What follows belongs to an exercise in optimizing a design on an open flow for small area and a short achievable clock period; a production flow would make more cautious choices. Power and IR drop assume default switching activity.

==> inputs of sierra <==
==> flow/design.v (excerpt) <==
module frame_gen_top (
	input  logic         sys_clk,
	input  logic         sys_rst,
	input  logic         cfg_we,
	input  frame_gen_pkg::cfg_addr_t    cfg_addr,
	input  frame_gen_pkg::cfg_word_t    cfg_wdata,
	output frame_gen_pkg::stream_beat_t tx_beat,
	output logic         tx_valid,
	input  logic         tx_ready
);
	frame_gen_pkg::frame_cfg_t  cfg;
	frame_cfg_regs u_cfg_regs (
		.sys_clk   (sys_clk),
		.sys_rst   (sys_rst),
		.cfg_we    (cfg_we),
		.cfg_addr  (cfg_addr),
		.cfg_wdata (cfg_wdata),
		.cfg       (cfg)
	);
	logic       frame_start;
	logic       frame_done;
	logic       valid;      
	logic       busy;       
	logic       gap_done;
	logic [4:0] cnt;
	logic [2:0] frame_cnt;
	frame_gen_pkg::frame_kind_t frame_kind;
	frame_gen_pkg::frame_kind_t next_kind;
	assign busy     = frame_start || valid || frame_done;
	assign gap_done = !busy && cfg.enable && (cnt == 5'd15);
	always_ff @(posedge sys_clk) begin
		if (sys_rst) begin
			cnt         <= '0;
			frame_start <= 1'b0;
		end else begin
  ...
export LEC_CHECK = 0
export CAP_MARGIN = 20
export CORE_MARGIN = 2
export CORE_UTILIZATION = 60
export SLEW_MARGIN = 20
export SYNTH_HIERARCHICAL = 1
create_clock -name core_clock -period 12.0 [get_ports {sys_clk}]
standard.sh (not shown) runs the stock make flow with config.mk's settings and CLKGATE_MAP_FILE= SYNTH_SCRIPT=/design/flow/synth_recipe.tcl, a recipe that flattens the netlist after the stock synthesis.
==> flow/flow/run.sh <==
#!/bin/bash
# Own layout flow: the standard layout (standard.sh, unchanged synthesis),
# with repair_timing asked for a larger setup margin so that it optimises the
# paths below the 12 ns constraint as well, and a flatter clock tree without
# dummy loads. Full output of the ORFS run goes to standard.log here; ORFS also
# keeps each step's log under orfs/logs/.
set -euo pipefail
MARGIN=$(cat flow/margin.txt)
CTS="-sink_clustering_enable -repair_clock_nets -dont_use_dummy_load $(cat flow/cts.txt)"
bash standard.sh SETUP_SLACK_MARGIN="$MARGIN" "CTS_ARGS=$CTS" finish > standard.log 2>&1
==> flow/flow/cts.txt <==
-sink_clustering_size 30 -sink_clustering_max_diameter 100
==> flow/flow/margin.txt <==
8.5
==> pepper (differences from sierra) <==
--- a/flow/design.v
+++ b/flow/design.v
@@ -70,83 +70,47 @@
 			r = n;
 		padded_len = r;
 	endfunction
 endpackage
 `default_nettype wire
 `timescale 1ns/1ps
 `default_nettype none
-module frame_cfg_wr (
-	input  logic       sys_rst,
-	input  logic       cfg_we,
-	input  frame_gen_pkg::cfg_addr_t  cfg_addr,
-	input  frame_gen_pkg::cfg_word_t  cfg_wdata,
-	output logic [7:0]  we0,
-	output logic [7:0]  we1,
-	output logic [7:0]  hold,
-	output logic [31:0] d_one
-);
-	always_comb
-		for (int a = 0; a < 8; a++) begin
-			we0[a]  = !sys_rst && cfg_we && (cfg_addr == 3'(a));
-			we1[a]  = sys_rst || (cfg_we && (cfg_addr == 3'(a)));
-			hold[a] = !we1[a];
-		end
-	assign d_one = sys_rst ? 32'hFFFF_FFFF : cfg_wdata;
-endmodule
 module frame_cfg_regs (
 	input  logic       sys_clk,
 	input  logic       sys_rst,
 	input  logic       cfg_we,
 	input  frame_gen_pkg::cfg_addr_t  cfg_addr,
 	input  frame_gen_pkg::cfg_word_t  cfg_wdata,
 	output frame_gen_pkg::frame_cfg_t cfg
 );
-	logic [7:0]  we0;
-	logic [7:0]  we1;
-	logic [7:0]  hold;
-	logic [31:0] d_one;
-	frame_cfg_wr u_wr (
-		.sys_rst   (sys_rst),
-		.cfg_we    (cfg_we),
-		.cfg_addr  (cfg_addr),
-		.cfg_wdata (cfg_wdata),
-		.we0       (we0),
-		.we1       (we1),
-		.hold      (hold),
-		.d_one     (d_one)
-	);
-	function automatic logic [31:0] upd(input int a, input logic [31:0] def, input logic [31:0] q);
-		upd = ({32{we0[a]}} & ~def & cfg_wdata) | ({32{we1[a]}} & def & d_one) | ({32{hold[a]}} & q);
+	logic [7:0]  we;
+	logic [31:0] d_zero;  
+	logic [31:0] d_one;   
+	always_comb
+		for (int a = 0; a < 8; a++)
+			we[a] = sys_rst || (cfg_we && cfg_addr == 3'(a));
+	assign d_zero = sys_rst ? 32'h0 : cfg_wdata;
+	assign d_one  = sys_rst ? 32'hFFFF_FFFF : cfg_wdata;
+	function automatic logic [31:0] pick(input logic [31:0] def);
+		pick = (def & d_one) | (~def & d_zero);
 	endfunction
 	always_ff @(posedge sys_clk) begin
-		cfg.enable           <= 1'(upd(frame_gen_pkg::REG_CTRL, 32'h0, 32'(cfg.enable)));
-		cfg.local_mac[47:32] <= 16'(upd(frame_gen_pkg::REG_LOCAL_MAC_HI, 32'(frame_gen_pkg::DEF_LOCAL_MAC[47:32]),
-			32'(cfg.local_mac[47:32])));
-		cfg.local_mac[31:0]  <= upd(frame_gen_pkg::REG_LOCAL_MAC_LO, frame_gen_pkg::DEF_LOCAL_MAC[31:0], cfg.local_mac[31:0]);
-		cfg.local_ip         <= upd(frame_gen_pkg::REG_LOCAL_IP, frame_gen_pkg::DEF_LOCAL_IP, cfg.local_ip);
-		cfg.peer_mac[47:32]  <= 16'(upd(frame_gen_pkg::REG_PEER_MAC_HI, 32'(frame_gen_pkg::DEF_PEER_MAC[47:32]),
-			32'(cfg.peer_mac[47:32])));
-		cfg.peer_mac[31:0]   <= upd(frame_gen_pkg::REG_PEER_MAC_LO, frame_gen_pkg::DEF_PEER_MAC[31:0], cfg.peer_mac[31:0]);
-		cfg.peer_ip          <= upd(frame_gen_pkg::REG_PEER_IP, frame_gen_pkg::DEF_PEER_IP, cfg.peer_ip);
-		{cfg.src_port, cfg.dst_port} <= upd(frame_gen_pkg::REG_PORTS,
-			{frame_gen_pkg::DEF_PORT, frame_gen_pkg::DEF_PORT}, {cfg.src_port, cfg.dst_port});
+		if (we[frame_gen_pkg::REG_CTRL])         cfg.enable             <= d_zero[0];
+		if (we[frame_gen_pkg::REG_LOCAL_MAC_HI]) cfg.local_mac[47:32]   <= 16'(pick(32'(frame_gen_pkg::DEF_LOCAL_MAC[47:32])));
+		if (we[frame_gen_pkg::REG_LOCAL_MAC_LO]) cfg.local_mac[31:0]    <= pick(frame_gen_pkg::DEF_LOCAL_MAC[31:0]);
+		if (we[frame_gen_pkg::REG_LOCAL_IP])     cfg.local_ip           <= pick(frame_gen_pkg::DEF_LOCAL_IP);
+		if (we[frame_gen_pkg::REG_PEER_MAC_HI])  cfg.peer_mac[47:32]    <= 16'(pick(32'(frame_gen_pkg::DEF_PEER_MAC[47:32])));
+		if (we[frame_gen_pkg::REG_PEER_MAC_LO])  cfg.peer_mac[31:0]     <= pick(frame_gen_pkg::DEF_PEER_MAC[31:0]);
+		if (we[frame_gen_pkg::REG_PEER_IP])      cfg.peer_ip            <= pick(frame_gen_pkg::DEF_PEER_IP);
+		if (we[frame_gen_pkg::REG_PORTS]) begin
+			cfg.src_port <= 16'(pick({frame_gen_pkg::DEF_PORT, 16'h0}) >> 16);
+			cfg.dst_port <= 16'(pick({16'h0, frame_gen_pkg::DEF_PORT}));
+		end
 	end
 endmodule
-module frame_reg #(
-	parameter int W = 8
-) (
-	input  logic         sys_clk,
-	input  logic         load,
-	input  logic         keep,
-	input  logic [W-1:0] d,
-	output logic [W-1:0] q
-);
-	always_ff @(posedge sys_clk)
-		q <= ({W{load}} & d) | ({W{keep}} & q);
-endmodule
 `default_nettype wire
 `timescale 1ns/1ps
 `default_nettype none
 module frame_byte_dec (
 	input  frame_gen_pkg::frame_kind_t kind,
 	input  logic [6:0]  idx,
 	output logic [24:0] sel,
@@ -309,26 +273,28 @@
 			end else begin
 				frame_cnt <= frame_cnt + 1'b1;
 			end
 		end
 	end
 	frame_gen_pkg::mac_addr_t s_local_mac;
 	frame_gen_pkg::ip_addr_t  s_local_ip;
-	logic [39:0]              s_peer_mac;  
+	frame_gen_pkg::mac_addr_t s_peer_mac;
 	frame_gen_pkg::ip_addr_t  s_peer_ip;
 	frame_gen_pkg::udp_port_t s_src_port;
 	frame_gen_pkg::udp_port_t s_dst_port;
-	logic                     snap_keep;
-	assign snap_keep = !frame_start;
-	frame_reg #(.W(48)) u_s_local_mac (.sys_clk(sys_clk), .load(frame_start), .keep(snap_keep), .d(cfg.local_mac),       .q(s_local_mac));
-	frame_reg #(.W(32)) u_s_local_ip  (.sys_clk(sys_clk), .load(frame_start), .keep(snap_keep), .d(cfg.local_ip),        .q(s_local_ip));
-	frame_reg #(.W(40)) u_s_peer_mac  (.sys_clk(sys_clk), .load(frame_start), .keep(snap_keep), .d(cfg.peer_mac[39:0]),  .q(s_peer_mac));
-	frame_reg #(.W(32)) u_s_peer_ip   (.sys_clk(sys_clk), .load(frame_start), .keep(snap_keep), .d(cfg.peer_ip),         .q(s_peer_ip));
-	frame_reg #(.W(16)) u_s_src_port  (.sys_clk(sys_clk), .load(frame_start), .keep(snap_keep), .d(cfg.src_port),        .q(s_src_port));
-	frame_reg #(.W(16)) u_s_dst_port  (.sys_clk(sys_clk), .load(frame_start), .keep(snap_keep), .d(cfg.dst_port),        .q(s_dst_port));
+	always_ff @(posedge sys_clk) begin
+		if (frame_start) begin
+			s_local_mac <= cfg.local_mac;
+			s_local_ip  <= cfg.local_ip;
+			s_peer_mac  <= cfg.peer_mac;
+			s_peer_ip   <= cfg.peer_ip;
+			s_src_port  <= cfg.src_port;
+			s_dst_port  <= cfg.dst_port;
+		end
+	end
 	logic [15:0] cs_acc;
 	logic        cs_c;
 	logic [3:0]  cs_nib;
 	logic [4:0]  cs_sum;
 	logic [63:0] cs_words;
 	logic [15:0] ip_csum;
 	assign cs_words = {s_peer_ip, s_local_ip};
@@ -361,15 +327,15 @@
 		.idx   (nidx),
 		.sel   (nsel),
 		.cbyte (nconst)
 	);
 	frame_byte_sel u_byte_sel (
 		.sel       (nsel),
 		.cbyte     (nconst),
-		.peer_mac  ({8'h00, s_peer_mac}),
+		.peer_mac  (s_peer_mac),
 		.local_mac (s_local_mac),
 		.local_ip  (s_local_ip),
 		.peer_ip   (s_peer_ip),
 		.src_port  (s_src_port),
 		.dst_port  (s_dst_port),
 		.ip_csum   (ip_csum),
 		.byte_out  (nxt_byte)
@@ -412,32 +378,27 @@
 	end
 	always_ff @(posedge sys_clk) begin
 		if (frame_start) begin
 			fcs      <= 1'b0;
 			is_last  <= 1'b0;
 			nidx     <= 7'd1;
 			crc      <= '1;
+			out_data <= (frame_kind == frame_gen_pkg::KIND_ARP) ? 8'hFF : cfg.peer_mac[47:40];
 		end else if (xfer) begin
 			crc <= crc_next;
 			if (fcs || is_last) begin
 				fcs      <= 1'b1;
 				fcs_cnt  <= is_last ? 2'd0 : fcs_cnt + 1'b1;
 				is_last  <= 1'b0;
+				out_data <= ~crc_next[7:0];
 			end else begin
 				nidx     <= nidx + 1'b1;
 				is_last  <= (nidx == last_idx);
+				out_data <= nxt_byte;
 			end
 		end
 	end
-	logic [7:0] out_d;
-	logic       out_load;
-	logic       out_keep;
-	assign out_load = frame_start || xfer;
-	assign out_keep = !out_load;
-	assign out_d    = frame_start ? ((frame_kind == frame_gen_pkg::KIND_ARP) ? 8'hFF : cfg.peer_mac[47:40])
-		: (fcs || is_last) ? ~crc_next[7:0] : nxt_byte;
-	frame_reg #(.W(8)) u_out_data (.sys_clk(sys_clk), .load(out_load), .keep(out_keep), .d(out_d), .q(out_data));
 	assign tx_valid     = valid;
 	assign tx_beat.data = out_data;
 	assign tx_beat.last = out_last;
 endmodule
 `default_nettype wire
==> comparison <==
In sierra the power is lower than in pepper, by 11%. Between sierra and pepper, the lower non-clock buffer count is in pepper (gap 26). Of pepper and sierra, pepper has the higher die area (gap 0.33%, measured against sierra). sierra completed without violations. pepper finished clean. Against pepper, the clock power of sierra is higher by 4.4%. In pepper the utilization is higher than in sierra, by 0.84 points.
==> figures <==
First-pass GRT wire length: sierra 95700 um; pepper 74000 um
Status: sierra timing/DRC/antenna clean; pepper timing/DRC/antenna clean
Logic depth of the worst register-to-register path: sierra 12; pepper 13
Portion of total power attributed to combinational logic: sierra 5.1%; pepper 6.0%
Final worst-path cycle share: sierra 29.1%; pepper 29.5%
Total number of vias: sierra 15900; pepper 12200
Internal Power: sierra 1.90 mW; pepper 2.20 mW
Startpoint Class: sierra input pin; pepper register
Chip Height: sierra 185 um; pepper 185 um
Worst hold path endpoint: sierra u_s_local_mac.q[39]$_DFF_P_; pepper s_peer_mac[20]$_DFFE_PP_
Max stage delay cell, worst path: sierra buf_6; pepper edfxtp_1
No run of this note included a check of the RTL's function; only the layout flow was run.

## port drivers added, routing unchanged
The results above use ideal ports. As a check the final layouts listed here were re-extracted and re-timed, cells and wires unchanged. Step 1, drivers: a clkbuf_16 drives sys_clk and a buf_2 each remaining input, both assumed. Step 2 moves the port delays by t, midway between the first and last clock arrival at a register: inputs arrive t later, outputs are due t later. That takes back most of the time a late clock gives input paths. Three values: ideal, step 1, step 2; two values: the first two.
| run | t (ns) | setup slack, ns | worst hold slack (ns) | worst setup path at the end |
|---|---|---|---|---|
| sierra | 0.590 | 8.507 / 8.484 / 7.920 | 0.474 / 0.474 / 0.474 | input to register |
| pepper | 0.573 | 8.457 / 8.406 / 8.038 | 0.417 / 0.417 / 0.417 | input to register |
After both steps every run listed still meets setup and hold. The setup slack of sierra, which loses most, moves by -0.023 ns with the drivers and by -0.587 ns with both steps.
